Context: an optimization exercise on an open-source flow, tuned for small area and a short achievable clock period. The choices shown serve that exercise and are no tape-out recipe. Function was not checked in any run shown here: the RTL went through the layout flow alone.

==> flow/design.v (outline; a module is shown in full before it is edited, if it fits) <==
// module bfp_product_array: 525 lines
// module bfp_adder_tree: 222 lines
// module fp_normalize: 253 lines
// module bfp_dot_product: 60 lines
module bfp_dot_product (
    input  logic                    i_clk,
    input  logic                    i_reset_n,
    input  logic                    i_valid,
    input  logic [(8 + 16 * (3 + 1))-1:0] i_act,
    input  logic [(8 + 16 * (3 + 1))-1:0] i_weight,
    output logic                    o_valid,
    output logic [(1 + 8 + 23)-1:0]        o_result
);
  // ...
==> flow/flow/run.sh <==
#!/bin/bash
# Own layout flow: the standard ORFS flow, with these changes in how the layout is made:
#  - the port buffers are sky130_fd_sc_hd__buf_1 cells (buffer_ports picks a delay cell otherwise);
#  - synthesis skips the generic ABC pass inside Yosys's synth (SYNTH_ARGS=-noabc), so the
#    full adders are extracted from the design's own gates (fewer inverters); the script
#    is still synth_recipe.tcl, so registers keep their names and cell types;
#  - timing repair aims for extra setup slack (SETUP_SLACK_MARGIN), only on the worst endpoints;
#  - ABC maps for area (ABC_AREA=1), leaving speed to the timing repair;
#  - clock tree synthesis inserts no dummy loads (CTS_ARGS, otherwise ORFS's own arguments).
# The clock period and constraints are the standard flow's, unchanged.
set -euo pipefail
export BUFFER_PORTS_ARGS="-buffer_cell sky130_fd_sc_hd__buf_1"
export SYNTH_ARGS="-noabc"
export SETUP_SLACK_MARGIN=7.0
export TNS_END_PERCENT=${TNS:-5}
export ABC_AREA=1
export CTS_ARGS="-sink_clustering_enable -repair_clock_nets -dont_use_dummy_load"
bash standard.sh > standard.log 2>&1
==> flow/standard.sh <==
#!/bin/bash
# synth_recipe.tcl (not shown) runs the flow's synth.tcl, then flattens the netlist and writes it again
# the make line also repeats each setting of config.mk as NAME=value (left out here)
make -C /OpenROAD-flow-scripts/flow DESIGN_CONFIG=/design/flow/config.mk WORK_HOME=/design/flow/orfs CLKGATE_MAP_FILE= SYNTH_SCRIPT=/design/flow/synth_recipe.tcl "${@:-finish}"
==> flow/config.mk <==
export PLATFORM = sky130hd
export DESIGN_NAME = bfp_dot_product
export DESIGN_NICKNAME = bfp_dot_product
export VERILOG_FILES = /design/flow/design.v
export SDC_FILE = /design/flow/constraint.sdc
export NUM_CORES = 4
export LEC_CHECK = 0
export CAP_MARGIN = 20
export CORE_MARGIN = 2
export CORE_UTILIZATION = 40
export SLEW_MARGIN = 20
==> flow/constraint.sdc <==
create_clock -name core_clock -period 10.5 [get_ports {i_clk}]
set_input_delay 2.1000 -clock core_clock [delete_from_list [all_inputs] [get_ports {i_clk}]]
set_output_delay 2.1000 -clock core_clock [all_outputs]
set_load 0.01 [all_outputs]
==> impl_metrics.env, run 1 <==
export IMPL_worst_setup_path_end_kind="flop"
export IMPL_slew_viol_final=0
export IMPL_synth_top_family_by_area="adder cells"
export IMPL_drtIter0Drc=476
export IMPL_multiInputGateArea_mm2=0.00876
export IMPL_ff_latch_area_mm2=0.00308
export IMPL_grt_overflow=0
export IMPL_max_slew_margin_pct=54.1
export IMPL_crit_path_cell_trace="buf_1, inv_1, or2_4, nand2_8, nor2_1, fa_1, fa_1"
export IMPL_buffer_area_share_pct=4.54
export IMPL_crit_fanout=8
export IMPL_synth_largest_area_cell="fa_1"
export IMPL_num_nonclk_inverters=239
export IMPL_dr_pass1_iters=5
export IMPL_chipWidth_um=179
export IMPL_busiest_layer="met2"
export IMPL_cp_buffers_inverters=2
export IMPL_postRouteAntennaNets=0
export IMPL_setup_violations=0
export IMPL_n_antenna_cell=0
export IMPL_cts_buffer_depth=2
export IMPL_synth_most_common_cell="nand2_1"
export IMPL_cp_common_cell="fa_1"
export IMPL_min_from="bfp_product_array_inst.o_exp[0]"
export IMPL_status="complete, no violations"
export IMPL_grt_pass1_wl_um=49900
export IMPL_nNonClkBuffers=169
export IMPL_track_usage_pct=20.7
export IMPL_arrival_ns=3.78
export IMPL_min_path_type="reg -> reg"
export IMPL_final_area_mm2=0.0143
export IMPL_cap_violations=0
==> module bfp_adder_tree, before the edit <==
module bfp_adder_tree (
    input  logic [90:0] i_r,
    output logic [18:0] o_cut
);
    wire bs1, bc2;
    assign bs1 = i_r[2] ^ i_r[3] ^ i_r[4];
    assign bc2 = (i_r[2] & i_r[3]) | (i_r[2] & i_r[4]) | (i_r[3] & i_r[4]);
    wire bs3, bc4;
    assign bs3 = i_r[5] ^ i_r[6] ^ i_r[7];
    assign bc4 = (i_r[5] & i_r[6]) | (i_r[5] & i_r[7]) | (i_r[6] & i_r[7]);
    wire bs5, bc6;
    assign bs5 = i_r[8] ^ i_r[9] ^ i_r[10];
    assign bc6 = (i_r[8] & i_r[9]) | (i_r[8] & i_r[10]) | (i_r[9] & i_r[10]);
    wire bs7, bc8;
    assign bs7 = bs1 ^ bs3 ^ bs5;
    assign bc8 = (bs1 & bs3) | (bs1 & bs5) | (bs3 & bs5);
    wire bs9, bc10;
    assign bs9 = i_r[11] ^ i_r[12] ^ i_r[13];
    assign bc10 = (i_r[11] & i_r[12]) | (i_r[11] & i_r[13]) | (i_r[12] & i_r[13]);
    wire bs11, bc12;
    assign bs11 = i_r[14] ^ i_r[15] ^ i_r[16];
    assign bc12 = (i_r[14] & i_r[15]) | (i_r[14] & i_r[16]) | (i_r[15] & i_r[16]);
    wire bs13, bc14;
    assign bs13 = i_r[17] ^ i_r[18] ^ i_r[19];
    assign bc14 = (i_r[17] & i_r[18]) | (i_r[17] & i_r[19]) | (i_r[18] & i_r[19]);
    wire bs15, bc16;
    assign bs15 = i_r[20] ^ i_r[21] ^ i_r[22];
    assign bc16 = (i_r[20] & i_r[21]) | (i_r[20] & i_r[22]) | (i_r[21] & i_r[22]);
    wire bs17, bc18;
    assign bs17 = i_r[23] ^ i_r[24] ^ i_r[25];
    assign bc18 = (i_r[23] & i_r[24]) | (i_r[23] & i_r[25]) | (i_r[24] & i_r[25]);
    wire bs19, bc20;
    assign bs19 = i_r[26] ^ i_r[27] ^ i_r[28];
    assign bc20 = (i_r[26] & i_r[27]) | (i_r[26] & i_r[28]) | (i_r[27] & i_r[28]);
    wire bs21, bc22;
    assign bs21 = i_r[29] ^ bc2 ^ bc4;
    assign bc22 = (i_r[29] & bc2) | (i_r[29] & bc4) | (bc2 & bc4);
    wire bs23, bc24;
    assign bs23 = bc6 ^ bs9 ^ bs11;
    assign bc24 = (bc6 & bs9) | (bc6 & bs11) | (bs9 & bs11);
    wire bs25, bc26;
    assign bs25 = bs13 ^ bs15 ^ bs17;
    assign bc26 = (bs13 & bs15) | (bs13 & bs17) | (bs15 & bs17);
    wire bs27, bc28;
    assign bs27 = bs19 ^ bc8 ^ bs21;
    assign bc28 = (bs19 & bc8) | (bs19 & bs21) | (bc8 & bs21);
    wire bs29, bc30;
    assign bs29 = bs23 ^ bs25 ^ bs27;
    assign bc30 = (bs23 & bs25) | (bs23 & bs27) | (bs25 & bs27);
    wire bs31, bc32;
    assign bs31 = i_r[30] ^ i_r[31] ^ i_r[32];
    assign bc32 = (i_r[30] & i_r[31]) | (i_r[30] & i_r[32]) | (i_r[31] & i_r[32]);
    wire bs33, bc34;
    assign bs33 = i_r[33] ^ i_r[34] ^ i_r[35];
    assign bc34 = (i_r[33] & i_r[34]) | (i_r[33] & i_r[35]) | (i_r[34] & i_r[35]);
    wire bs35, bc36;
    assign bs35 = i_r[36] ^ i_r[37] ^ i_r[38];
    assign bc36 = (i_r[36] & i_r[37]) | (i_r[36] & i_r[38]) | (i_r[37] & i_r[38]);
    wire bs37, bc38;
    assign bs37 = i_r[39] ^ i_r[40] ^ i_r[41];
    assign bc38 = (i_r[39] & i_r[40]) | (i_r[39] & i_r[41]) | (i_r[40] & i_r[41]);
    wire bs39, bc40;
    assign bs39 = i_r[42] ^ i_r[43] ^ i_r[44];
    assign bc40 = (i_r[42] & i_r[43]) | (i_r[42] & i_r[44]) | (i_r[43] & i_r[44]);
    wire bs41, bc42;
    assign bs41 = i_r[45] ^ i_r[46] ^ i_r[47];
    assign bc42 = (i_r[45] & i_r[46]) | (i_r[45] & i_r[47]) | (i_r[46] & i_r[47]);
    wire bs43, bc44;
    assign bs43 = i_r[48] ^ i_r[49] ^ bc10;
    assign bc44 = (i_r[48] & i_r[49]) | (i_r[48] & bc10) | (i_r[49] & bc10);
    wire bs45, bc46;
    assign bs45 = bc12 ^ bc14 ^ bc16;
    assign bc46 = (bc12 & bc14) | (bc12 & bc16) | (bc14 & bc16);
    wire bs47, bc48;
    assign bs47 = bc18 ^ bc20 ^ bs31;
    assign bc48 = (bc18 & bc20) | (bc18 & bs31) | (bc20 & bs31);
    wire bs49, bc50;
    assign bs49 = bs33 ^ bs35 ^ bs37;
    assign bc50 = (bs33 & bs35) | (bs33 & bs37) | (bs35 & bs37);
    wire bs51, bc52;
    assign bs51 = bs39 ^ bs41 ^ bc22;
    assign bc52 = (bs39 & bs41) | (bs39 & bc22) | (bs41 & bc22);
    wire bs53, bc54;
    assign bs53 = bc24 ^ bc26 ^ bs43;
    assign bc54 = (bc24 & bc26) | (bc24 & bs43) | (bc26 & bs43);
    wire bs55, bc56;
    assign bs55 = bs45 ^ bs47 ^ bs49;
    assign bc56 = (bs45 & bs47) | (bs45 & bs49) | (bs47 & bs49);
    wire bs57, bc58;
    assign bs57 = bc28 ^ bs51 ^ bs53;
    assign bc58 = (bc28 & bs51) | (bc28 & bs53) | (bs51 & bs53);
    wire bs59, bc60;
    assign bs59 = bs55 ^ bc30 ^ bs57;
    assign bc60 = (bs55 & bc30) | (bs55 & bs57) | (bc30 & bs57);
    wire bs61, bc62;
    assign bs61 = i_r[50] ^ i_r[51] ^ i_r[52];
    assign bc62 = (i_r[50] & i_r[51]) | (i_r[50] & i_r[52]) | (i_r[51] & i_r[52]);
    wire bs63, bc64;
    assign bs63 = i_r[53] ^ i_r[54] ^ i_r[55];
    assign bc64 = (i_r[53] & i_r[54]) | (i_r[53] & i_r[55]) | (i_r[54] & i_r[55]);
    wire bs65, bc66;
    assign bs65 = i_r[56] ^ i_r[57] ^ i_r[58];
    assign bc66 = (i_r[56] & i_r[57]) | (i_r[56] & i_r[58]) | (i_r[57] & i_r[58]);
    wire bs67, bc68;
    assign bs67 = i_r[59] ^ i_r[60] ^ i_r[61];
    assign bc68 = (i_r[59] & i_r[60]) | (i_r[59] & i_r[61]) | (i_r[60] & i_r[61]);
    wire bs69, bc70;
    assign bs69 = i_r[62] ^ i_r[63] ^ i_r[64];
    assign bc70 = (i_r[62] & i_r[63]) | (i_r[62] & i_r[64]) | (i_r[63] & i_r[64]);
    wire bs71, bc72;
    assign bs71 = i_r[65] ^ bc32 ^ bc34;
    assign bc72 = (i_r[65] & bc32) | (i_r[65] & bc34) | (bc32 & bc34);
    wire bs73, bc74;
    assign bs73 = bc36 ^ bc38 ^ bc40;
    assign bc74 = (bc36 & bc38) | (bc36 & bc40) | (bc38 & bc40);
    wire bs75, bc76;
    assign bs75 = bc42 ^ bs61 ^ bs63;
    assign bc76 = (bc42 & bs61) | (bc42 & bs63) | (bs61 & bs63);
    wire bs77, bc78;
    assign bs77 = bs65 ^ bs67 ^ bs69;
    assign bc78 = (bs65 & bs67) | (bs65 & bs69) | (bs67 & bs69);
    wire bs79, bc80;
    assign bs79 = bc44 ^ bc46 ^ bc48;
    assign bc80 = (bc44 & bc46) | (bc44 & bc48) | (bc46 & bc48);
    wire bs81, bc82;
    assign bs81 = bc50 ^ bs71 ^ bs73;
    assign bc82 = (bc50 & bs71) | (bc50 & bs73) | (bs71 & bs73);
    wire bs83, bc84;
    assign bs83 = bs75 ^ bs77 ^ bc52;
    assign bc84 = (bs75 & bs77) | (bs75 & bc52) | (bs77 & bc52);
    wire bs85, bc86;
    assign bs85 = bc54 ^ bs79 ^ bs81;
    assign bc86 = (bc54 & bs79) | (bc54 & bs81) | (bs79 & bs81);
    wire bs87, bc88;
    assign bs87 = bc56 ^ bs83 ^ bc58;
    assign bc88 = (bc56 & bs83) | (bc56 & bc58) | (bs83 & bc58);
    wire bs89, bc90;
    assign bs89 = i_r[66] ^ i_r[67] ^ i_r[68];
    assign bc90 = (i_r[66] & i_r[67]) | (i_r[66] & i_r[68]) | (i_r[67] & i_r[68]);
    wire bs91, bc92;
    assign bs91 = i_r[69] ^ i_r[70] ^ i_r[71];
    assign bc92 = (i_r[69] & i_r[70]) | (i_r[69] & i_r[71]) | (i_r[70] & i_r[71]);
    wire bs93, bc94;
    assign bs93 = i_r[72] ^ i_r[73] ^ i_r[74];
    assign bc94 = (i_r[72] & i_r[73]) | (i_r[72] & i_r[74]) | (i_r[73] & i_r[74]);
    wire bs95, bc96;
    assign bs95 = bc62 ^ bc64 ^ bc66;
    assign bc96 = (bc62 & bc64) | (bc62 & bc66) | (bc64 & bc66);
    wire bs97, bc98;
    assign bs97 = bc68 ^ bc70 ^ bs89;
    assign bc98 = (bc68 & bc70) | (bc68 & bs89) | (bc70 & bs89);
    wire bs99, bc100;
    assign bs99 = bs91 ^ bs93 ^ bc72;
    assign bc100 = (bs91 & bs93) | (bs91 & bc72) | (bs93 & bc72);
    wire bs101, bc102;
    assign bs101 = bc74 ^ bc76 ^ bc78;
    assign bc102 = (bc74 & bc76) | (bc74 & bc78) | (bc76 & bc78);
    wire bs103, bc104;
    assign bs103 = bs95 ^ bs97 ^ bc80;
    assign bc104 = (bs95 & bs97) | (bs95 & bc80) | (bs97 & bc80);
    wire bs105, bc106;
    assign bs105 = bc82 ^ bs99 ^ bs101;
    assign bc106 = (bc82 & bs99) | (bc82 & bs101) | (bs99 & bs101);
    wire bs107, bc108;
    assign bs107 = bc84 ^ bc86 ^ bs103;
    assign bc108 = (bc84 & bc86) | (bc84 & bs103) | (bc86 & bs103);
    wire bs109, bc110;
    assign bs109 = i_r[75] ^ i_r[76] ^ i_r[77];
    assign bc110 = (i_r[75] & i_r[76]) | (i_r[75] & i_r[77]) | (i_r[76] & i_r[77]);
    wire bs111, bc112;
    assign bs111 = i_r[78] ^ i_r[79] ^ i_r[80];
    assign bc112 = (i_r[78] & i_r[79]) | (i_r[78] & i_r[80]) | (i_r[79] & i_r[80]);
    wire bs113, bc114;
    assign bs113 = i_r[81] ^ i_r[82] ^ bc90;
    assign bc114 = (i_r[81] & i_r[82]) | (i_r[81] & bc90) | (i_r[82] & bc90);
    wire bs115, bc116;
    assign bs115 = bc92 ^ bc94 ^ bs109;
    assign bc116 = (bc92 & bc94) | (bc92 & bs109) | (bc94 & bs109);
    wire bs117, bc118;
    assign bs117 = bs111 ^ bc96 ^ bc98;
    assign bc118 = (bs111 & bc96) | (bs111 & bc98) | (bc96 & bc98);
    wire bs119, bc120;
    assign bs119 = bs113 ^ bs115 ^ bc100;
    assign bc120 = (bs113 & bs115) | (bs113 & bc100) | (bs115 & bc100);
    wire bs121, bc122;
    assign bs121 = bc102 ^ bs117 ^ bc104;
    assign bc122 = (bc102 & bs117) | (bc102 & bc104) | (bs117 & bc104);
    wire bs123, bc124;
    assign bs123 = bs119 ^ bc106 ^ bc108;
    assign bc124 = (bs119 & bc106) | (bs119 & bc108) | (bc106 & bc108);
    wire bs125, bc126;
    assign bs125 = i_r[83] ^ i_r[84] ^ i_r[85];
    assign bc126 = (i_r[83] & i_r[84]) | (i_r[83] & i_r[85]) | (i_r[84] & i_r[85]);
    wire bs127, bc128;
    assign bs127 = i_r[86] ^ i_r[87] ^ i_r[88];
    assign bc128 = (i_r[86] & i_r[87]) | (i_r[86] & i_r[88]) | (i_r[87] & i_r[88]);
    wire bs129, bc130;
    assign bs129 = bc110 ^ bc112 ^ bs125;
    assign bc130 = (bc110 & bc112) | (bc110 & bs125) | (bc112 & bs125);
    wire bs131, bc132;
    assign bs131 = bs127 ^ bc114 ^ bc116;
    assign bc132 = (bs127 & bc114) | (bs127 & bc116) | (bc114 & bc116);
    wire bs133, bc134;
    assign bs133 = bs129 ^ bc118 ^ bs131;
    assign bc134 = (bs129 & bc118) | (bs129 & bs131) | (bc118 & bs131);
    wire bs135, bc136;
    assign bs135 = bc120 ^ bs133 ^ bc122;
    assign bc136 = (bc120 & bs133) | (bc120 & bc122) | (bs133 & bc122);
    wire bs137, bc138;
    assign bs137 = i_r[89] ^ i_r[90] ^ bc126;
    assign bc138 = (i_r[89] & i_r[90]) | (i_r[89] & bc126) | (i_r[90] & bc126);
    wire bs139, bc140;
    assign bs139 = bc128 ^ bc130 ^ bs137;
    assign bc140 = (bc128 & bc130) | (bc128 & bs137) | (bc130 & bs137);
    wire bs141, bc142;
    assign bs141 = bc132 ^ bs139 ^ bc134;
    assign bc142 = (bc132 & bs139) | (bc132 & bc134) | (bs139 & bc134);
    wire bs143, bc144;
    assign bs143 = bc138 ^ bc140 ^ bc142;
    assign bc144 = (bc138 & bc140) | (bc138 & bc142) | (bc140 & bc142);
    assign o_cut = {bc144, bs143, bs141, bc136, bs135, bc124, bs123, bs121, bs107, bc88, bs105, bs87, bc60, bs85, bs59, bs29, bs7, i_r[1], i_r[0]};
endmodule
==> module bfp_dot_product, before the edit <==
module bfp_dot_product (
    input  logic                    i_clk,
    input  logic                    i_reset_n,
    input  logic                    i_valid,
    input  logic [(8 + 16 * (3 + 1))-1:0] i_act,
    input  logic [(8 + 16 * (3 + 1))-1:0] i_weight,
    output logic                    o_valid,
    output logic [(1 + 8 + 23)-1:0]        o_result
);
    logic        v1, v2;
    logic [90:0] s1_r;
    logic [8:0] s1_exp;
    logic [18:0] cut;
    logic [18:0] s2_cut;
    logic [9:0]  s2_e0;
    logic [20:0] res;
    logic [20:0] s3_res;
    always_ff @(posedge i_clk or negedge i_reset_n) begin
        if (!i_reset_n) begin
            v1      <= 1'b0;
            v2      <= 1'b0;
            o_valid <= 1'b0;
        end else begin
            v1      <= i_valid;
            v2      <= v1;
            o_valid <= v2;
        end
    end
    bfp_product_array bfp_product_array_inst (
        .i_clk    (i_clk),
        .i_act    (i_act),
        .i_weight (i_weight),
        .o_r      (s1_r),
        .o_exp    (s1_exp)
    );
    bfp_adder_tree bfp_adder_tree_inst (
        .i_r      (s1_r),
        .o_cut   (cut)
    );
    always_ff @(posedge i_clk) begin
        s2_cut <= cut;
        s2_e0  <= {1'b0, s1_exp} - 10'd6;
    end
    fp_normalize fp_normalize_inst (
        .i_cut (s2_cut),
        .i_e0  (s2_e0),
        .o_res (res)
    );
    always_ff @(posedge i_clk) begin
        s3_res <= res;
    end
    logic kill, killf, inf;
    assign kill     = s3_res[20];
    assign killf    = s3_res[19];       
    assign inf      = s3_res[18];
    assign o_result = {s3_res[17] & ~kill,
                       (s3_res[16:9] | {8{inf}}) & ~{8{kill}},
                       s3_res[8:0] & ~{9{killf}},
                       14'h0};
endmodule
==> run 2: changes to the inputs <==
--- a/flow/design.v
+++ b/flow/design.v
@@ -7,185 +7,233 @@
     output logic [90:0] o_r,
     output logic [8:0]             o_exp
 );
     wire s0 = i_act[3] ^ i_weight[3];
     wire pp0_01 = (i_act[0] & i_weight[1]) ^ s0;
     wire pp0_10 = (i_act[1] & i_weight[0]) ^ s0;
     wire pp0_12 = (i_act[1] & i_weight[2]) ^ s0;
     wire pp0_21 = (i_act[2] & i_weight[1]) ^ s0;
-    wire q0_s = (i_act[0] & i_weight[2]) ^ (i_act[1] & i_weight[1]) ^ (i_act[2] & i_weight[0]);
-    wire q0_c = ((i_act[0] & i_weight[2]) & (i_act[1] & i_weight[1])) | ((i_act[0] & i_weight[2]) & (i_act[2] & i_weight[0])) | ((i_act[1] & i_weight[1]) & (i_act[2] & i_weight[0]));
-    wire q0_s2 = q0_s ^ s0;
-    wire q0_c3 = q0_c ^ s0;
+    wire n0_0 = ~(i_act[0] & i_weight[2]);
+    wire n0_1 = ~(i_act[1] & i_weight[1]);
+    wire n0_2 = ~(i_act[2] & i_weight[0]);
+    wire q0_s = n0_0 ^ n0_1 ^ n0_2;
+    wire q0_c = (n0_0 & n0_1) | (n0_0 & n0_2) | (n0_1 & n0_2);
+    wire q0_s2 = q0_s ^ ~s0;
+    wire q0_c3 = q0_c ^ ~s0;
     wire p0_00 = i_act[0] & i_weight[0];
     wire p0_22 = i_act[2] & i_weight[2];
     wire s1 = i_act[7] ^ i_weight[7];
     wire pp1_01 = (i_act[4] & i_weight[5]) ^ s1;
     wire pp1_10 = (i_act[5] & i_weight[4]) ^ s1;
     wire pp1_12 = (i_act[5] & i_weight[6]) ^ s1;
     wire pp1_21 = (i_act[6] & i_weight[5]) ^ s1;
-    wire q1_s = (i_act[4] & i_weight[6]) ^ (i_act[5] & i_weight[5]) ^ (i_act[6] & i_weight[4]);
-    wire q1_c = ((i_act[4] & i_weight[6]) & (i_act[5] & i_weight[5])) | ((i_act[4] & i_weight[6]) & (i_act[6] & i_weight[4])) | ((i_act[5] & i_weight[5]) & (i_act[6] & i_weight[4]));
-    wire q1_s2 = q1_s ^ s1;
-    wire q1_c3 = q1_c ^ s1;
+    wire n1_0 = ~(i_act[4] & i_weight[6]);
+    wire n1_1 = ~(i_act[5] & i_weight[5]);
+    wire n1_2 = ~(i_act[6] & i_weight[4]);
+    wire q1_s = n1_0 ^ n1_1 ^ n1_2;
+    wire q1_c = (n1_0 & n1_1) | (n1_0 & n1_2) | (n1_1 & n1_2);
+    wire q1_s2 = q1_s ^ ~s1;
+    wire q1_c3 = q1_c ^ ~s1;
     wire p1_00 = i_act[4] & i_weight[4];
     wire p1_22 = i_act[6] & i_weight[6];
     wire s2 = i_act[11] ^ i_weight[11];
     wire pp2_01 = (i_act[8] & i_weight[9]) ^ s2;
     wire pp2_10 = (i_act[9] & i_weight[8]) ^ s2;
     wire pp2_12 = (i_act[9] & i_weight[10]) ^ s2;
     wire pp2_21 = (i_act[10] & i_weight[9]) ^ s2;
-    wire q2_s = (i_act[8] & i_weight[10]) ^ (i_act[9] & i_weight[9]) ^ (i_act[10] & i_weight[8]);
-    wire q2_c = ((i_act[8] & i_weight[10]) & (i_act[9] & i_weight[9])) | ((i_act[8] & i_weight[10]) & (i_act[10] & i_weight[8])) | ((i_act[9] & i_weight[9]) & (i_act[10] & i_weight[8]));
-    wire q2_s2 = q2_s ^ s2;
-    wire q2_c3 = q2_c ^ s2;
+    wire n2_0 = ~(i_act[8] & i_weight[10]);
+    wire n2_1 = ~(i_act[9] & i_weight[9]);
+    wire n2_2 = ~(i_act[10] & i_weight[8]);
+    wire q2_s = n2_0 ^ n2_1 ^ n2_2;
+    wire q2_c = (n2_0 & n2_1) | (n2_0 & n2_2) | (n2_1 & n2_2);
+    wire q2_s2 = q2_s ^ ~s2;
+    wire q2_c3 = q2_c ^ ~s2;
     wire p2_00 = i_act[8] & i_weight[8];
     wire p2_22 = i_act[10] & i_weight[10];
     wire s3 = i_act[15] ^ i_weight[15];
     wire pp3_01 = (i_act[12] & i_weight[13]) ^ s3;
     wire pp3_10 = (i_act[13] & i_weight[12]) ^ s3;
     wire pp3_12 = (i_act[13] & i_weight[14]) ^ s3;
     wire pp3_21 = (i_act[14] & i_weight[13]) ^ s3;
-    wire q3_s = (i_act[12] & i_weight[14]) ^ (i_act[13] & i_weight[13]) ^ (i_act[14] & i_weight[12]);
-    wire q3_c = ((i_act[12] & i_weight[14]) & (i_act[13] & i_weight[13])) | ((i_act[12] & i_weight[14]) & (i_act[14] & i_weight[12])) | ((i_act[13] & i_weight[13]) & (i_act[14] & i_weight[12]));
-    wire q3_s2 = q3_s ^ s3;
-    wire q3_c3 = q3_c ^ s3;
+    wire n3_0 = ~(i_act[12] & i_weight[14]);
+    wire n3_1 = ~(i_act[13] & i_weight[13]);
+    wire n3_2 = ~(i_act[14] & i_weight[12]);
+    wire q3_s = n3_0 ^ n3_1 ^ n3_2;
+    wire q3_c = (n3_0 & n3_1) | (n3_0 & n3_2) | (n3_1 & n3_2);
+    wire q3_s2 = q3_s ^ ~s3;
+    wire q3_c3 = q3_c ^ ~s3;
     wire p3_00 = i_act[12] & i_weight[12];
     wire p3_22 = i_act[14] & i_weight[14];
     wire s4 = i_act[19] ^ i_weight[19];
     wire pp4_01 = (i_act[16] & i_weight[17]) ^ s4;
     wire pp4_10 = (i_act[17] & i_weight[16]) ^ s4;
     wire pp4_12 = (i_act[17] & i_weight[18]) ^ s4;
     wire pp4_21 = (i_act[18] & i_weight[17]) ^ s4;
-    wire q4_s = (i_act[16] & i_weight[18]) ^ (i_act[17] & i_weight[17]) ^ (i_act[18] & i_weight[16]);
-    wire q4_c = ((i_act[16] & i_weight[18]) & (i_act[17] & i_weight[17])) | ((i_act[16] & i_weight[18]) & (i_act[18] & i_weight[16])) | ((i_act[17] & i_weight[17]) & (i_act[18] & i_weight[16]));
-    wire q4_s2 = q4_s ^ s4;
-    wire q4_c3 = q4_c ^ s4;
+    wire n4_0 = ~(i_act[16] & i_weight[18]);
+    wire n4_1 = ~(i_act[17] & i_weight[17]);
+    wire n4_2 = ~(i_act[18] & i_weight[16]);
+    wire q4_s = n4_0 ^ n4_1 ^ n4_2;
+    wire q4_c = (n4_0 & n4_1) | (n4_0 & n4_2) | (n4_1 & n4_2);
+    wire q4_s2 = q4_s ^ ~s4;
+    wire q4_c3 = q4_c ^ ~s4;
     wire p4_00 = i_act[16] & i_weight[16];
     wire p4_22 = i_act[18] & i_weight[18];
     wire s5 = i_act[23] ^ i_weight[23];
     wire pp5_01 = (i_act[20] & i_weight[21]) ^ s5;
     wire pp5_10 = (i_act[21] & i_weight[20]) ^ s5;
     wire pp5_12 = (i_act[21] & i_weight[22]) ^ s5;
     wire pp5_21 = (i_act[22] & i_weight[21]) ^ s5;
-    wire q5_s = (i_act[20] & i_weight[22]) ^ (i_act[21] & i_weight[21]) ^ (i_act[22] & i_weight[20]);
-    wire q5_c = ((i_act[20] & i_weight[22]) & (i_act[21] & i_weight[21])) | ((i_act[20] & i_weight[22]) & (i_act[22] & i_weight[20])) | ((i_act[21] & i_weight[21]) & (i_act[22] & i_weight[20]));
-    wire q5_s2 = q5_s ^ s5;
-    wire q5_c3 = q5_c ^ s5;
+    wire n5_0 = ~(i_act[20] & i_weight[22]);
+    wire n5_1 = ~(i_act[21] & i_weight[21]);
+    wire n5_2 = ~(i_act[22] & i_weight[20]);
+    wire q5_s = n5_0 ^ n5_1 ^ n5_2;
+    wire q5_c = (n5_0 & n5_1) | (n5_0 & n5_2) | (n5_1 & n5_2);
+    wire q5_s2 = q5_s ^ ~s5;
+    wire q5_c3 = q5_c ^ ~s5;
     wire p5_00 = i_act[20] & i_weight[20];
     wire p5_22 = i_act[22] & i_weight[22];
     wire s6 = i_act[27] ^ i_weight[27];
     wire pp6_01 = (i_act[24] & i_weight[25]) ^ s6;
     wire pp6_10 = (i_act[25] & i_weight[24]) ^ s6;
     wire pp6_12 = (i_act[25] & i_weight[26]) ^ s6;
     wire pp6_21 = (i_act[26] & i_weight[25]) ^ s6;
-    wire q6_s = (i_act[24] & i_weight[26]) ^ (i_act[25] & i_weight[25]) ^ (i_act[26] & i_weight[24]);
-    wire q6_c = ((i_act[24] & i_weight[26]) & (i_act[25] & i_weight[25])) | ((i_act[24] & i_weight[26]) & (i_act[26] & i_weight[24])) | ((i_act[25] & i_weight[25]) & (i_act[26] & i_weight[24]));
-    wire q6_s2 = q6_s ^ s6;
-    wire q6_c3 = q6_c ^ s6;
+    wire n6_0 = ~(i_act[24] & i_weight[26]);
+    wire n6_1 = ~(i_act[25] & i_weight[25]);
+    wire n6_2 = ~(i_act[26] & i_weight[24]);
+    wire q6_s = n6_0 ^ n6_1 ^ n6_2;
+    wire q6_c = (n6_0 & n6_1) | (n6_0 & n6_2) | (n6_1 & n6_2);
+    wire q6_s2 = q6_s ^ ~s6;
+    wire q6_c3 = q6_c ^ ~s6;
     wire p6_00 = i_act[24] & i_weight[24];
     wire p6_22 = i_act[26] & i_weight[26];
     wire s7 = i_act[31] ^ i_weight[31];
     wire pp7_01 = (i_act[28] & i_weight[29]) ^ s7;
     wire pp7_10 = (i_act[29] & i_weight[28]) ^ s7;
     wire pp7_12 = (i_act[29] & i_weight[30]) ^ s7;
     wire pp7_21 = (i_act[30] & i_weight[29]) ^ s7;
-    wire q7_s = (i_act[28] & i_weight[30]) ^ (i_act[29] & i_weight[29]) ^ (i_act[30] & i_weight[28]);
-    wire q7_c = ((i_act[28] & i_weight[30]) & (i_act[29] & i_weight[29])) | ((i_act[28] & i_weight[30]) & (i_act[30] & i_weight[28])) | ((i_act[29] & i_weight[29]) & (i_act[30] & i_weight[28]));
-    wire q7_s2 = q7_s ^ s7;
-    wire q7_c3 = q7_c ^ s7;
+    wire n7_0 = ~(i_act[28] & i_weight[30]);
+    wire n7_1 = ~(i_act[29] & i_weight[29]);
+    wire n7_2 = ~(i_act[30] & i_weight[28]);
+    wire q7_s = n7_0 ^ n7_1 ^ n7_2;
+    wire q7_c = (n7_0 & n7_1) | (n7_0 & n7_2) | (n7_1 & n7_2);
+    wire q7_s2 = q7_s ^ ~s7;
+    wire q7_c3 = q7_c ^ ~s7;
     wire p7_00 = i_act[28] & i_weight[28];
     wire p7_22 = i_act[30] & i_weight[30];
     wire s8 = i_act[35] ^ i_weight[35];
     wire pp8_01 = (i_act[32] & i_weight[33]) ^ s8;
     wire pp8_10 = (i_act[33] & i_weight[32]) ^ s8;
     wire pp8_12 = (i_act[33] & i_weight[34]) ^ s8;
     wire pp8_21 = (i_act[34] & i_weight[33]) ^ s8;
-    wire q8_s = (i_act[32] & i_weight[34]) ^ (i_act[33] & i_weight[33]) ^ (i_act[34] & i_weight[32]);
-    wire q8_c = ((i_act[32] & i_weight[34]) & (i_act[33] & i_weight[33])) | ((i_act[32] & i_weight[34]) & (i_act[34] & i_weight[32])) | ((i_act[33] & i_weight[33]) & (i_act[34] & i_weight[32]));
-    wire q8_s2 = q8_s ^ s8;
-    wire q8_c3 = q8_c ^ s8;
+    wire n8_0 = ~(i_act[32] & i_weight[34]);
+    wire n8_1 = ~(i_act[33] & i_weight[33]);
+    wire n8_2 = ~(i_act[34] & i_weight[32]);
+    wire q8_s = n8_0 ^ n8_1 ^ n8_2;
+    wire q8_c = (n8_0 & n8_1) | (n8_0 & n8_2) | (n8_1 & n8_2);
+    wire q8_s2 = q8_s ^ ~s8;
+    wire q8_c3 = q8_c ^ ~s8;
     wire p8_00 = i_act[32] & i_weight[32];
     wire p8_22 = i_act[34] & i_weight[34];
     wire s9 = i_act[39] ^ i_weight[39];
     wire pp9_01 = (i_act[36] & i_weight[37]) ^ s9;
     wire pp9_10 = (i_act[37] & i_weight[36]) ^ s9;
     wire pp9_12 = (i_act[37] & i_weight[38]) ^ s9;
     wire pp9_21 = (i_act[38] & i_weight[37]) ^ s9;
-    wire q9_s = (i_act[36] & i_weight[38]) ^ (i_act[37] & i_weight[37]) ^ (i_act[38] & i_weight[36]);
-    wire q9_c = ((i_act[36] & i_weight[38]) & (i_act[37] & i_weight[37])) | ((i_act[36] & i_weight[38]) & (i_act[38] & i_weight[36])) | ((i_act[37] & i_weight[37]) & (i_act[38] & i_weight[36]));
-    wire q9_s2 = q9_s ^ s9;
-    wire q9_c3 = q9_c ^ s9;
+    wire n9_0 = ~(i_act[36] & i_weight[38]);
+    wire n9_1 = ~(i_act[37] & i_weight[37]);
+    wire n9_2 = ~(i_act[38] & i_weight[36]);
+    wire q9_s = n9_0 ^ n9_1 ^ n9_2;
+    wire q9_c = (n9_0 & n9_1) | (n9_0 & n9_2) | (n9_1 & n9_2);
+    wire q9_s2 = q9_s ^ ~s9;
+    wire q9_c3 = q9_c ^ ~s9;
     wire p9_00 = i_act[36] & i_weight[36];
     wire p9_22 = i_act[38] & i_weight[38];
     wire s10 = i_act[43] ^ i_weight[43];
     wire pp10_01 = (i_act[40] & i_weight[41]) ^ s10;
     wire pp10_10 = (i_act[41] & i_weight[40]) ^ s10;
     wire pp10_12 = (i_act[41] & i_weight[42]) ^ s10;
     wire pp10_21 = (i_act[42] & i_weight[41]) ^ s10;
-    wire q10_s = (i_act[40] & i_weight[42]) ^ (i_act[41] & i_weight[41]) ^ (i_act[42] & i_weight[40]);
-    wire q10_c = ((i_act[40] & i_weight[42]) & (i_act[41] & i_weight[41])) | ((i_act[40] & i_weight[42]) & (i_act[42] & i_weight[40])) | ((i_act[41] & i_weight[41]) & (i_act[42] & i_weight[40]));
-    wire q10_s2 = q10_s ^ s10;
-    wire q10_c3 = q10_c ^ s10;
+    wire n10_0 = ~(i_act[40] & i_weight[42]);
+    wire n10_1 = ~(i_act[41] & i_weight[41]);
+    wire n10_2 = ~(i_act[42] & i_weight[40]);
+    wire q10_s = n10_0 ^ n10_1 ^ n10_2;
+    wire q10_c = (n10_0 & n10_1) | (n10_0 & n10_2) | (n10_1 & n10_2);
+    wire q10_s2 = q10_s ^ ~s10;
+    wire q10_c3 = q10_c ^ ~s10;
     wire p10_00 = i_act[40] & i_weight[40];
     wire p10_22 = i_act[42] & i_weight[42];
     wire s11 = i_act[47] ^ i_weight[47];
     wire pp11_01 = (i_act[44] & i_weight[45]) ^ s11;
     wire pp11_10 = (i_act[45] & i_weight[44]) ^ s11;
     wire pp11_12 = (i_act[45] & i_weight[46]) ^ s11;
     wire pp11_21 = (i_act[46] & i_weight[45]) ^ s11;
-    wire q11_s = (i_act[44] & i_weight[46]) ^ (i_act[45] & i_weight[45]) ^ (i_act[46] & i_weight[44]);
-    wire q11_c = ((i_act[44] & i_weight[46]) & (i_act[45] & i_weight[45])) | ((i_act[44] & i_weight[46]) & (i_act[46] & i_weight[44])) | ((i_act[45] & i_weight[45]) & (i_act[46] & i_weight[44]));
-    wire q11_s2 = q11_s ^ s11;
-    wire q11_c3 = q11_c ^ s11;
+    wire n11_0 = ~(i_act[44] & i_weight[46]);
+    wire n11_1 = ~(i_act[45] & i_weight[45]);
+    wire n11_2 = ~(i_act[46] & i_weight[44]);
+    wire q11_s = n11_0 ^ n11_1 ^ n11_2;
+    wire q11_c = (n11_0 & n11_1) | (n11_0 & n11_2) | (n11_1 & n11_2);
+    wire q11_s2 = q11_s ^ ~s11;
+    wire q11_c3 = q11_c ^ ~s11;
     wire p11_00 = i_act[44] & i_weight[44];
     wire p11_22 = i_act[46] & i_weight[46];
     wire s12 = i_act[51] ^ i_weight[51];
     wire pp12_01 = (i_act[48] & i_weight[49]) ^ s12;
     wire pp12_10 = (i_act[49] & i_weight[48]) ^ s12;
     wire pp12_12 = (i_act[49] & i_weight[50]) ^ s12;
     wire pp12_21 = (i_act[50] & i_weight[49]) ^ s12;
-    wire q12_s = (i_act[48] & i_weight[50]) ^ (i_act[49] & i_weight[49]) ^ (i_act[50] & i_weight[48]);
-    wire q12_c = ((i_act[48] & i_weight[50]) & (i_act[49] & i_weight[49])) | ((i_act[48] & i_weight[50]) & (i_act[50] & i_weight[48])) | ((i_act[49] & i_weight[49]) & (i_act[50] & i_weight[48]));
-    wire q12_s2 = q12_s ^ s12;
-    wire q12_c3 = q12_c ^ s12;
+    wire n12_0 = ~(i_act[48] & i_weight[50]);
+    wire n12_1 = ~(i_act[49] & i_weight[49]);
+    wire n12_2 = ~(i_act[50] & i_weight[48]);
+    wire q12_s = n12_0 ^ n12_1 ^ n12_2;
+    wire q12_c = (n12_0 & n12_1) | (n12_0 & n12_2) | (n12_1 & n12_2);
+    wire q12_s2 = q12_s ^ ~s12;
+    wire q12_c3 = q12_c ^ ~s12;
     wire p12_00 = i_act[48] & i_weight[48];
     wire p12_22 = i_act[50] & i_weight[50];
     wire s13 = i_act[55] ^ i_weight[55];
     wire pp13_01 = (i_act[52] & i_weight[53]) ^ s13;
     wire pp13_10 = (i_act[53] & i_weight[52]) ^ s13;
     wire pp13_12 = (i_act[53] & i_weight[54]) ^ s13;
     wire pp13_21 = (i_act[54] & i_weight[53]) ^ s13;
-    wire q13_s = (i_act[52] & i_weight[54]) ^ (i_act[53] & i_weight[53]) ^ (i_act[54] & i_weight[52]);
-    wire q13_c = ((i_act[52] & i_weight[54]) & (i_act[53] & i_weight[53])) | ((i_act[52] & i_weight[54]) & (i_act[54] & i_weight[52])) | ((i_act[53] & i_weight[53]) & (i_act[54] & i_weight[52]));
-    wire q13_s2 = q13_s ^ s13;
-    wire q13_c3 = q13_c ^ s13;
+    wire n13_0 = ~(i_act[52] & i_weight[54]);
+    wire n13_1 = ~(i_act[53] & i_weight[53]);
+    wire n13_2 = ~(i_act[54] & i_weight[52]);
+    wire q13_s = n13_0 ^ n13_1 ^ n13_2;
+    wire q13_c = (n13_0 & n13_1) | (n13_0 & n13_2) | (n13_1 & n13_2);
+    wire q13_s2 = q13_s ^ ~s13;
+    wire q13_c3 = q13_c ^ ~s13;
     wire p13_00 = i_act[52] & i_weight[52];
     wire p13_22 = i_act[54] & i_weight[54];
     wire s14 = i_act[59] ^ i_weight[59];
     wire pp14_01 = (i_act[56] & i_weight[57]) ^ s14;
     wire pp14_10 = (i_act[57] & i_weight[56]) ^ s14;
     wire pp14_12 = (i_act[57] & i_weight[58]) ^ s14;
     wire pp14_21 = (i_act[58] & i_weight[57]) ^ s14;
-    wire q14_s = (i_act[56] & i_weight[58]) ^ (i_act[57] & i_weight[57]) ^ (i_act[58] & i_weight[56]);
-    wire q14_c = ((i_act[56] & i_weight[58]) & (i_act[57] & i_weight[57])) | ((i_act[56] & i_weight[58]) & (i_act[58] & i_weight[56])) | ((i_act[57] & i_weight[57]) & (i_act[58] & i_weight[56]));
-    wire q14_s2 = q14_s ^ s14;
-    wire q14_c3 = q14_c ^ s14;
+    wire n14_0 = ~(i_act[56] & i_weight[58]);
+    wire n14_1 = ~(i_act[57] & i_weight[57]);
+    wire n14_2 = ~(i_act[58] & i_weight[56]);
+    wire q14_s = n14_0 ^ n14_1 ^ n14_2;
+    wire q14_c = (n14_0 & n14_1) | (n14_0 & n14_2) | (n14_1 & n14_2);
+    wire q14_s2 = q14_s ^ ~s14;
+    wire q14_c3 = q14_c ^ ~s14;
     wire p14_00 = i_act[56] & i_weight[56];
     wire p14_22 = i_act[58] & i_weight[58];
     wire s15 = i_act[63] ^ i_weight[63];
     wire pp15_01 = (i_act[60] & i_weight[61]) ^ s15;
     wire pp15_10 = (i_act[61] & i_weight[60]) ^ s15;
     wire pp15_12 = (i_act[61] & i_weight[62]) ^ s15;
     wire pp15_21 = (i_act[62] & i_weight[61]) ^ s15;
-    wire q15_s = (i_act[60] & i_weight[62]) ^ (i_act[61] & i_weight[61]) ^ (i_act[62] & i_weight[60]);
-    wire q15_c = ((i_act[60] & i_weight[62]) & (i_act[61] & i_weight[61])) | ((i_act[60] & i_weight[62]) & (i_act[62] & i_weight[60])) | ((i_act[61] & i_weight[61]) & (i_act[62] & i_weight[60]));
-    wire q15_s2 = q15_s ^ s15;
-    wire q15_c3 = q15_c ^ s15;
+    wire n15_0 = ~(i_act[60] & i_weight[62]);
+    wire n15_1 = ~(i_act[61] & i_weight[61]);
+    wire n15_2 = ~(i_act[62] & i_weight[60]);
+    wire q15_s = n15_0 ^ n15_1 ^ n15_2;
+    wire q15_c = (n15_0 & n15_1) | (n15_0 & n15_2) | (n15_1 & n15_2);
+    wire q15_s2 = q15_s ^ ~s15;
+    wire q15_c3 = q15_c ^ ~s15;
     wire p15_00 = i_act[60] & i_weight[60];
     wire p15_22 = i_act[62] & i_weight[62];
     logic [7:0] ex_g0, ex_p0;
     assign ex_g0[0] = i_act[64] & i_weight[64];
     assign ex_p0[0] = i_act[64] ^ i_weight[64];
     assign ex_g0[1] = i_act[65] & i_weight[65];
     assign ex_p0[1] = i_act[65] ^ i_weight[65];
     assign ex_g0[2] = i_act[66] & i_weight[66];
@@ -525,17 +573,17 @@
         o_exp <= ex_s;
     end
 endmodule
 `default_nettype wire
 `timescale 1ns/1ns
 `default_nettype none
 module bfp_adder_tree (
     input  logic [90:0] i_r,
-    output logic [18:0] o_cut
+    output logic [16:0] o_cut
 );
     wire bs1, bc2;
     assign bs1 = i_r[2] ^ i_r[3] ^ i_r[4];
     assign bc2 = (i_r[2] & i_r[3]) | (i_r[2] & i_r[4]) | (i_r[3] & i_r[4]);
     wire bs3, bc4;
     assign bs3 = i_r[5] ^ i_r[6] ^ i_r[7];
     assign bc4 = (i_r[5] & i_r[6]) | (i_r[5] & i_r[7]) | (i_r[6] & i_r[7]);
     wire bs5, bc6;
@@ -660,136 +708,136 @@
     assign bc84 = (bs75 & bs77) | (bs75 & bc52) | (bs77 & bc52);
     wire bs85, bc86;
     assign bs85 = bc54 ^ bs79 ^ bs81;
     assign bc86 = (bc54 & bs79) | (bc54 & bs81) | (bs79 & bs81);
     wire bs87, bc88;
     assign bs87 = bc56 ^ bs83 ^ bc58;
     assign bc88 = (bc56 & bs83) | (bc56 & bc58) | (bs83 & bc58);
     wire bs89, bc90;
-    assign bs89 = i_r[66] ^ i_r[67] ^ i_r[68];
-    assign bc90 = (i_r[66] & i_r[67]) | (i_r[66] & i_r[68]) | (i_r[67] & i_r[68]);
+    assign bs89 = bs85 ^ bc60 ^ bs87;
+    assign bc90 = (bs85 & bc60) | (bs85 & bs87) | (bc60 & bs87);
     wire bs91, bc92;
-    assign bs91 = i_r[69] ^ i_r[70] ^ i_r[71];
-    assign bc92 = (i_r[69] & i_r[70]) | (i_r[69] & i_r[71]) | (i_r[70] & i_r[71]);
+    assign bs91 = i_r[66] ^ i_r[67] ^ i_r[68];
+    assign bc92 = (i_r[66] & i_r[67]) | (i_r[66] & i_r[68]) | (i_r[67] & i_r[68]);
     wire bs93, bc94;
-    assign bs93 = i_r[72] ^ i_r[73] ^ i_r[74];
-    assign bc94 = (i_r[72] & i_r[73]) | (i_r[72] & i_r[74]) | (i_r[73] & i_r[74]);
+    assign bs93 = i_r[69] ^ i_r[70] ^ i_r[71];
+    assign bc94 = (i_r[69] & i_r[70]) | (i_r[69] & i_r[71]) | (i_r[70] & i_r[71]);
     wire bs95, bc96;
-    assign bs95 = bc62 ^ bc64 ^ bc66;
-    assign bc96 = (bc62 & bc64) | (bc62 & bc66) | (bc64 & bc66);
+    assign bs95 = i_r[72] ^ i_r[73] ^ i_r[74];
+    assign bc96 = (i_r[72] & i_r[73]) | (i_r[72] & i_r[74]) | (i_r[73] & i_r[74]);
     wire bs97, bc98;
-    assign bs97 = bc68 ^ bc70 ^ bs89;
-    assign bc98 = (bc68 & bc70) | (bc68 & bs89) | (bc70 & bs89);
+    assign bs97 = bc62 ^ bc64 ^ bc66;
+    assign bc98 = (bc62 & bc64) | (bc62 & bc66) | (bc64 & bc66);
     wire bs99, bc100;
-    assign bs99 = bs91 ^ bs93 ^ bc72;
-    assign bc100 = (bs91 & bs93) | (bs91 & bc72) | (bs93 & bc72);
+    assign bs99 = bc68 ^ bc70 ^ bs91;
+    assign bc100 = (bc68 & bc70) | (bc68 & bs91) | (bc70 & bs91);
     wire bs101, bc102;
-    assign bs101 = bc74 ^ bc76 ^ bc78;
-    assign bc102 = (bc74 & bc76) | (bc74 & bc78) | (bc76 & bc78);
+    assign bs101 = bs93 ^ bs95 ^ bc72;
+    assign bc102 = (bs93 & bs95) | (bs93 & bc72) | (bs95 & bc72);
     wire bs103, bc104;
-    assign bs103 = bs95 ^ bs97 ^ bc80;
-    assign bc104 = (bs95 & bs97) | (bs95 & bc80) | (bs97 & bc80);
+    assign bs103 = bc74 ^ bc76 ^ bc78;
+    assign bc104 = (bc74 & bc76) | (bc74 & bc78) | (bc76 & bc78);
     wire bs105, bc106;
-    assign bs105 = bc82 ^ bs99 ^ bs101;
-    assign bc106 = (bc82 & bs99) | (bc82 & bs101) | (bs99 & bs101);
+    assign bs105 = bs97 ^ bs99 ^ bc80;
+    assign bc106 = (bs97 & bs99) | (bs97 & bc80) | (bs99 & bc80);
     wire bs107, bc108;
-    assign bs107 = bc84 ^ bc86 ^ bs103;
-    assign bc108 = (bc84 & bc86) | (bc84 & bs103) | (bc86 & bs103);
+    assign bs107 = bc82 ^ bs101 ^ bs103;
+    assign bc108 = (bc82 & bs101) | (bc82 & bs103) | (bs101 & bs103);
     wire bs109, bc110;
-    assign bs109 = i_r[75] ^ i_r[76] ^ i_r[77];
-    assign bc110 = (i_r[75] & i_r[76]) | (i_r[75] & i_r[77]) | (i_r[76] & i_r[77]);
+    assign bs109 = bc84 ^ bc86 ^ bs105;
+    assign bc110 = (bc84 & bc86) | (bc84 & bs105) | (bc86 & bs105);
     wire bs111, bc112;
-    assign bs111 = i_r[78] ^ i_r[79] ^ i_r[80];
-    assign bc112 = (i_r[78] & i_r[79]) | (i_r[78] & i_r[80]) | (i_r[79] & i_r[80]);
+    assign bs111 = bs107 ^ bc88 ^ bs109;
+    assign bc112 = (bs107 & bc88) | (bs107 & bs109) | (bc88 & bs109);
     wire bs113, bc114;
-    assign bs113 = i_r[81] ^ i_r[82] ^ bc90;
-    assign bc114 = (i_r[81] & i_r[82]) | (i_r[81] & bc90) | (i_r[82] & bc90);
+    assign bs113 = i_r[75] ^ i_r[76] ^ i_r[77];
+    assign bc114 = (i_r[75] & i_r[76]) | (i_r[75] & i_r[77]) | (i_r[76] & i_r[77]);
     wire bs115, bc116;
-    assign bs115 = bc92 ^ bc94 ^ bs109;
-    assign bc116 = (bc92 & bc94) | (bc92 & bs109) | (bc94 & bs109);
+    assign bs115 = i_r[78] ^ i_r[79] ^ i_r[80];
+    assign bc116 = (i_r[78] & i_r[79]) | (i_r[78] & i_r[80]) | (i_r[79] & i_r[80]);
     wire bs117, bc118;
-    assign bs117 = bs111 ^ bc96 ^ bc98;
-    assign bc118 = (bs111 & bc96) | (bs111 & bc98) | (bc96 & bc98);
+    assign bs117 = i_r[81] ^ i_r[82] ^ bc92;
+    assign bc118 = (i_r[81] & i_r[82]) | (i_r[81] & bc92) | (i_r[82] & bc92);
     wire bs119, bc120;
-    assign bs119 = bs113 ^ bs115 ^ bc100;
-    assign bc120 = (bs113 & bs115) | (bs113 & bc100) | (bs115 & bc100);
+    assign bs119 = bc94 ^ bc96 ^ bs113;
+    assign bc120 = (bc94 & bc96) | (bc94 & bs113) | (bc96 & bs113);
     wire bs121, bc122;
-    assign bs121 = bc102 ^ bs117 ^ bc104;
-    assign bc122 = (bc102 & bs117) | (bc102 & bc104) | (bs117 & bc104);
+    assign bs121 = bs115 ^ bc98 ^ bc100;
+    assign bc122 = (bs115 & bc98) | (bs115 & bc100) | (bc98 & bc100);
     wire bs123, bc124;
-    assign bs123 = bs119 ^ bc106 ^ bc108;
-    assign bc124 = (bs119 & bc106) | (bs119 & bc108) | (bc106 & bc108);
+    assign bs123 = bs117 ^ bs119 ^ bc102;
+    assign bc124 = (bs117 & bs119) | (bs117 & bc102) | (bs119 & bc102);
     wire bs125, bc126;
-    assign bs125 = i_r[83] ^ i_r[84] ^ i_r[85];
-    assign bc126 = (i_r[83] & i_r[84]) | (i_r[83] & i_r[85]) | (i_r[84] & i_r[85]);
+    assign bs125 = bc104 ^ bs121 ^ bc106;
+    assign bc126 = (bc104 & bs121) | (bc104 & bc106) | (bs121 & bc106);
     wire bs127, bc128;
-    assign bs127 = i_r[86] ^ i_r[87] ^ i_r[88];
-    assign bc128 = (i_r[86] & i_r[87]) | (i_r[86] & i_r[88]) | (i_r[87] & i_r[88]);
+    assign bs127 = bs123 ^ bc108 ^ bc110;
+    assign bc128 = (bs123 & bc108) | (bs123 & bc110) | (bc108 & bc110);
     wire bs129, bc130;
-    assign bs129 = bc110 ^ bc112 ^ bs125;
-    assign bc130 = (bc110 & bc112) | (bc110 & bs125) | (bc112 & bs125);
+    assign bs129 = i_r[83] ^ i_r[84] ^ i_r[85];
+    assign bc130 = (i_r[83] & i_r[84]) | (i_r[83] & i_r[85]) | (i_r[84] & i_r[85]);
     wire bs131, bc132;
-    assign bs131 = bs127 ^ bc114 ^ bc116;
-    assign bc132 = (bs127 & bc114) | (bs127 & bc116) | (bc114 & bc116);
+    assign bs131 = i_r[86] ^ i_r[87] ^ i_r[88];
+    assign bc132 = (i_r[86] & i_r[87]) | (i_r[86] & i_r[88]) | (i_r[87] & i_r[88]);
     wire bs133, bc134;
-    assign bs133 = bs129 ^ bc118 ^ bs131;
-    assign bc134 = (bs129 & bc118) | (bs129 & bs131) | (bc118 & bs131);
+    assign bs133 = bc114 ^ bc116 ^ bs129;
+    assign bc134 = (bc114 & bc116) | (bc114 & bs129) | (bc116 & bs129);
     wire bs135, bc136;
-    assign bs135 = bc120 ^ bs133 ^ bc122;
-    assign bc136 = (bc120 & bs133) | (bc120 & bc122) | (bs133 & bc122);
+    assign bs135 = bs131 ^ bc118 ^ bc120;
+    assign bc136 = (bs131 & bc118) | (bs131 & bc120) | (bc118 & bc120);
     wire bs137, bc138;
-    assign bs137 = i_r[89] ^ i_r[90] ^ bc126;
-    assign bc138 = (i_r[89] & i_r[90]) | (i_r[89] & bc126) | (i_r[90] & bc126);
+    assign bs137 = bs133 ^ bc122 ^ bs135;
+    assign bc138 = (bs133 & bc122) | (bs133 & bs135) | (bc122 & bs135);
     wire bs139, bc140;
-    assign bs139 = bc128 ^ bc130 ^ bs137;
-    assign bc140 = (bc128 & bc130) | (bc128 & bs137) | (bc130 & bs137);
+    assign bs139 = bc124 ^ bs137 ^ bc126;
+    assign bc140 = (bc124 & bs137) | (bc124 & bc126) | (bs137 & bc126);
     wire bs141, bc142;
-    assign bs141 = bc132 ^ bs139 ^ bc134;
-    assign bc142 = (bc132 & bs139) | (bc132 & bc134) | (bs139 & bc134);
+    assign bs141 = i_r[89] ^ i_r[90] ^ bc130;
+    assign bc142 = (i_r[89] & i_r[90]) | (i_r[89] & bc130) | (i_r[90] & bc130);
     wire bs143, bc144;
-    assign bs143 = bc138 ^ bc140 ^ bc142;
-    assign bc144 = (bc138 & bc140) | (bc138 & bc142) | (bc140 & bc142);
-    assign o_cut = {bc144, bs143, bs141, bc136, bs135, bc124, bs123, bs121, bs107, bc88, bs105, bs87, bc60, bs85, bs59, bs29, bs7, i_r[1], i_r[0]};
+    assign bs143 = bc132 ^ bc134 ^ bs141;
+    assign bc144 = (bc132 & bc134) | (bc132 & bs141) | (bc134 & bs141);
+    wire bs145, bc146;
+    assign bs145 = bc136 ^ bs143 ^ bc138;
+    assign bc146 = (bc136 & bs143) | (bc136 & bc138) | (bs143 & bc138);
+    wire bs147, bc148;
+    assign bs147 = bc142 ^ bc144 ^ bc146;
+    assign bc148 = (bc142 & bc144) | (bc142 & bc146) | (bc144 & bc146);
+    assign o_cut = {bc148, bs147, bs145, bc140, bs139, bc128, bs127, bc112, bs125, bs111, bc90, bs89, bs59, bs29, bs7, i_r[1], i_r[0]};
 endmodule
 `default_nettype wire
 `timescale 1ns/1ns
 `default_nettype none
 module fp_normalize (
-    input  logic [18:0] i_cut,
+    input  logic [16:0] i_cut,
     input  logic [9:0]  i_e0,
     output logic [20:0] o_res
 );
     logic [10:0] x, y;
     logic [10:0] pos, negv;
     logic        neg;
     logic [9:0]  mag;
     logic [9:0]  lz;           
     logic [3:0]  p;
     logic [8:0]  frac;
     logic [9:0]  flmask, ovmask;
     logic [7:0]  e;
     logic        zero, flush, ovf;
     wire cs1, cc2;
-    assign cs1 = i_cut[5] ^ i_cut[6];
-    assign cc2 = i_cut[5] & i_cut[6];
+    assign cs1 = i_cut[8] ^ i_cut[9];
+    assign cc2 = i_cut[8] & i_cut[9];
     wire cs3, cc4;
-    assign cs3 = i_cut[8] ^ i_cut[9] ^ i_cut[10];
-    assign cc4 = (i_cut[8] & i_cut[9]) | (i_cut[8] & i_cut[10]) | (i_cut[9] & i_cut[10]);
+    assign cs3 = i_cut[11] ^ i_cut[12];
+    assign cc4 = i_cut[11] & i_cut[12];
     wire cs5, cc6;
-    assign cs5 = i_cut[11] ^ i_cut[12];
-    assign cc6 = i_cut[11] & i_cut[12];
-    wire cs7, cc8;
-    assign cs7 = i_cut[13] ^ i_cut[14];
-    assign cc8 = i_cut[13] & i_cut[14];
-    wire cs9, cc10;
-    assign cs9 = i_cut[15] ^ i_cut[16];
-    assign cc10 = i_cut[15] & i_cut[16];
-    assign x = {i_cut[18], i_cut[17], cs9, cs7, cs5, cs3, cs1, i_cut[4], i_cut[3], i_cut[2], i_cut[0]};
-    assign y = {1'b0, cc10, cc8, cc6, cc4, cc2, i_cut[7], 1'b0, 1'b0, 1'b0, i_cut[1]};
+    assign cs5 = i_cut[13] ^ i_cut[14];
+    assign cc6 = i_cut[13] & i_cut[14];
+    assign x = {i_cut[16], i_cut[15], cs5, cs3, cs1, i_cut[6], i_cut[5], i_cut[4], i_cut[3], i_cut[2], i_cut[0]};
+    assign y = {1'b0, cc6, cc4, cc2, i_cut[10], i_cut[7], 1'b0, 1'b0, 1'b0, 1'b0, i_cut[1]};
     logic [10:0] g0, p0, cy;
     assign g0 = x & y;
     assign p0 = x ^ y;
     logic [10:0] g1, p1;
     assign g1[0] = g0[0];
     assign p1[0] = p0[0];
     assign g1[1] = g0[1] | (p0[1] & g0[0]);
     assign p1[1] = p0[1] & p0[0];
@@ -1016,18 +1064,18 @@
     input  logic [(8 + 16 * (3 + 1))-1:0] i_act,
     input  logic [(8 + 16 * (3 + 1))-1:0] i_weight,
     output logic                    o_valid,
     output logic [(1 + 8 + 23)-1:0]        o_result
 );
     logic        v1, v2;
     logic [90:0] s1_r;
     logic [8:0] s1_exp;
-    logic [18:0] cut;
-    logic [18:0] s2_cut;
+    logic [16:0] cut;
+    logic [16:0] s2_cut;
     logic [9:0]  s2_e0;
     logic [20:0] res;
     logic [20:0] s3_res;
     always_ff @(posedge i_clk or negedge i_reset_n) begin
         if (!i_reset_n) begin
             v1      <= 1'b0;
             v2      <= 1'b0;
             o_valid <= 1'b0;
==> flow/flow/run.sh (replaced) <==
#!/bin/bash
# Own layout flow: the standard ORFS flow, with these changes in how the layout is made:
#  - the port buffers are sky130_fd_sc_hd__buf_1 cells (buffer_ports picks a delay cell otherwise);
#  - synthesis skips the generic ABC pass inside Yosys's synth (SYNTH_ARGS=-noabc), so the
#    full adders are extracted from the design's own gates (fewer inverters); the script
#    is still synth_recipe.tcl, so registers keep their names and cell types;
#  - timing repair aims for extra setup slack (SETUP_SLACK_MARGIN), only on the worst endpoints.
# The clock period and constraints are the standard flow's, unchanged.
set -euo pipefail
export BUFFER_PORTS_ARGS="-buffer_cell sky130_fd_sc_hd__buf_1"
export SYNTH_ARGS="-noabc"
export SETUP_SLACK_MARGIN=7.0
export TNS_END_PERCENT=${TNS:-5}
export ABC_AREA=1
bash standard.sh > standard.log 2>&1
==> run 2 against run 1 <==
  * Die area fell by 1.3%
  * Area after synthesis decreased by 1.3%
  * Global-route usage about the same
  * Highest routed layer unchanged
  * Clock skew fell by 0.011 ns
==> impl_metrics.env, run 2 <==
export IMPL_wirelength_um=31100
export IMPL_gp_congestion=0.864
export IMPL_slew_viol_final=0
export IMPL_min_from="bfp_product_array_inst.o_exp[0]"
export IMPL_fin_crit_ns=3.47
export IMPL_clockRootBuffer="clkbuf_16"
export IMPL_reg2reg_slack_ns=7.09
export IMPL_r2r_start="bfp_product_array_inst.o_r[30]"
export IMPL_finalCritPeriodShare_pct=33.0
export IMPL_max_slew_margin_pct=54.5
export IMPL_chipWidth_um=178
export IMPL_clk_pin_slew_ns=0.07
export IMPL_die_h_um=178
export IMPL_dr_pass1_iters=7
export IMPL_crit_type="in -> reg"
export IMPL_worst_setup_path_end_kind="flop"
export IMPL_grtUsageMet3_pct=2.92
export IMPL_status="complete, no violations"
export IMPL_arrival_ns=3.77
export IMPL_synth_warnings=4
export IMPL_clk_latency_ns=0.43
export IMPL_drtIter0Drc=507
export IMPL_drive_gt1_share_pct=8.95
export IMPL_post_place_ws_ns=6.58
export IMPL_synth_largest_area_cell="fa_1"
export IMPL_hold_viol=0
export IMPL_busiest_layer="met2"
export IMPL_regMostFlops="bfp_product_array_inst.o_r"
export IMPL_use_met1_pct=25.0
export IMPL_pin_count=180
export IMPL_syn_inst=1421
export IMPL_setup_tns_final_ns=0
export IMPL_hold_depth=0
export IMPL_worstRegToRegCells=6
export IMPL_largest_reg_flops=91
export IMPL_vias=9272
export IMPL_h_tree_depth=4
export IMPL_cap_violations=0
export IMPL_rows=63
export IMPL_min_to="s2_e0[0]"
export IMPL_tritoncts="done"
export IMPL_max_freq_mhz=288
export IMPL_wire_per_inst_um=15.5
export IMPL_initial_core_util_pct=40.8
export IMPL_dp_final_hpwl_um=26900
export IMPL_layout_commonest_cell="nand2_1"
export IMPL_r2r_end="s2_cut[7]"
export IMPL_utilization_pct=48.2
export IMPL_cts_hold_buffers=0
export IMPL_instances_no_fill=1999
export IMPL_antenna_found_initial=0
export IMPL_syn_area_per_cell_um2=8.53
export IMPL_synth_edf_count=0
export IMPL_setup_violations=0
export IMPL_grt_pass1_vias=9519
export IMPL_grt_max_degree=17
export IMPL_synth_area_mm2=0.0121
export IMPL_crit_fanout=8
export IMPL_largestRegisters="bfp_product_array_inst.o_r x91, s3_res x21, s2_cut x17"
export IMPL_final_nets=1955
export IMPL_skew_ns=0.0158
export IMPL_ys_seq_area_share_pct=25.1
export IMPL_synthDistinctLibCells=45
export IMPL_io_buffers=165
export IMPL_synth_seq_cells=151
export IMPL_ys_async_sr_fraction_pct=1.99
export IMPL_rsz0062_at_grt="yes"
export IMPL_cts_buffer_depth=2
export IMPL_worst_slack_ns=7.03
export IMPL_track_usage_pct=20.7
export IMPL_min_path_type="reg -> reg"
export IMPL_grt_overflow=0
export IMPL_worst_setup_path_start_kind="primary input"
export IMPL_tightest_slew_ns=0.675
export IMPL_core_region_area_mm2=0.0297
export IMPL_cts_buffers=17
export IMPL_yosys_top_cells_count="340 x nand2_1, 228 x inv_1, 176 x fa_1, 148 x dfxtp_1, 130 x nor2_1"
export IMPL_cts_sinks=151
export IMPL_grtUsageMet2_pct=38.5
export IMPL_placedCellCount=1966
export IMPL_synth_top_area_share_pct=29.1
export IMPL_grt_pass1_wl_um=49300
export IMPL_yosys_top_cells_area="fa_1 29%, dfxtp_1 24%, nand2_1 11%, inv_1 7.1%, xnor2_1 5.1%"
export IMPL_drc=0
export IMPL_area_growth_pct=18.2
export IMPL_avgViaCountPerCell=4.64
export IMPL_required_ns=10.81
export IMPL_mostFrequentLayoutCells="323 x nand2_1, 228 x inv_1, 176 x fa_1"
export IMPL_synth_most_common_cell="nand2_1"
export IMPL_postRouteAntennaNets=0
export IMPL_die_area_mm2=0.0317
export IMPL_ys_flop_type="dfxtp_1"
export IMPL_n_antenna_cell=0
run 2: worst max-delay path by stage:
| stage | from | end | depth (start not counted) |
|---|---|---|---|
| after global placement | i_weight[47] | bfp_product_array_inst.o_r[19] | 7 |
| after global routing | s2_cut[8] | s3_res[14] | 19 |
| after detailed placement | i_weight[47] | bfp_product_array_inst.o_r[19] | 7 |
| after floorplan | i_weight[59] | bfp_product_array_inst.o_r[10] | 6 |
| after CTS | s2_cut[8] | s3_res[14] | 19 |
| final | i_weight[47] | bfp_product_array_inst.o_r[6] | 7 |
run 2: kinds of logic after synthesis:
kind of cell	after synthesis	synth area share, %
flops	151	25.1
xor+xnor	115	8.31
other cells	1	0.0309
simple gates	622	22.2
fa+ha+maj	211	32.7
buf+inv	259	8.63
compound gates	62	3.08
run 2: stage by stage:
step | instance area, µm² | hold WS [ns]
6_report | 14300 | 0.329
5_1_grt | 14300 | 0.337
4_1_cts | 14300 | 0.328
3_5_place_dp | 13700 | 0.312
3_3_place_gp | 13700 | 0.311
2_1_floorplan | 12700 | 0.310
run 2: repair_timing:
action,in CTS,in global routing
setup endpoints to repair,4,7
buffers inserted,0,2
gates resized for setup,1,1
pin swaps,0,1
run 2: area by class of cell:
cell class,count,area (µm²)
inverter,236,891
multi-input combinational,1024,8660
sequential,151,3040
fill,2832,15400
timing repair buffer,167,634
tap,390,488
clock buffer,18,439
clock inverter,13,184
run 2: critical path, cell delays in order:
cell	delay, ns
buf_1	0.06
inv_1	0.04
or2_4	0.25
nand2_8	0.12
nor2_1	0.07
fa_1	0.70
fa_1	0.43
run 2: layer usage:
layer / vias to the layer above / routed length (µm)
met5: - / 0
met4: 0 / 569
met3: 35 / 1160
met2: 239 / 16400
met1: 4375 / 12900
li1: 4623 / -

separate check: timing with driven ports:
Ports are ideal in the flow. The routed layouts listed here were re-timed in OpenROAD.
Step 1 assumes that a clkbuf_16 drives the clock port and a buf_2 every other input.
Step 2 also shifts input and output timing later by t, the mid clock arrival at the registers, as if the neighbouring blocks saw the same clock.
Slacks: ideal / step 1 / step 2; pairs: ideal / step 1.
| run | t, ns | setup slack, ns | worst setup path after step 2 | worst slew at a driven data input, ns | pins driven straight from the clock port |
|---|---|---|---|---|---|
| run 1 | 0.467 | 7.008 / 7.033 / 6.566 | input to register | 0.07 | 1 |
| run 2 | 0.473 | 7.031 / 7.056 / 6.583 | input to register | 0.04 | 1 |
After both steps every run listed still meets setup and hold. For run 2, which loses most, drivers alone change the setup slack by +0.025 ns; drivers and shift together by -0.448 ns.
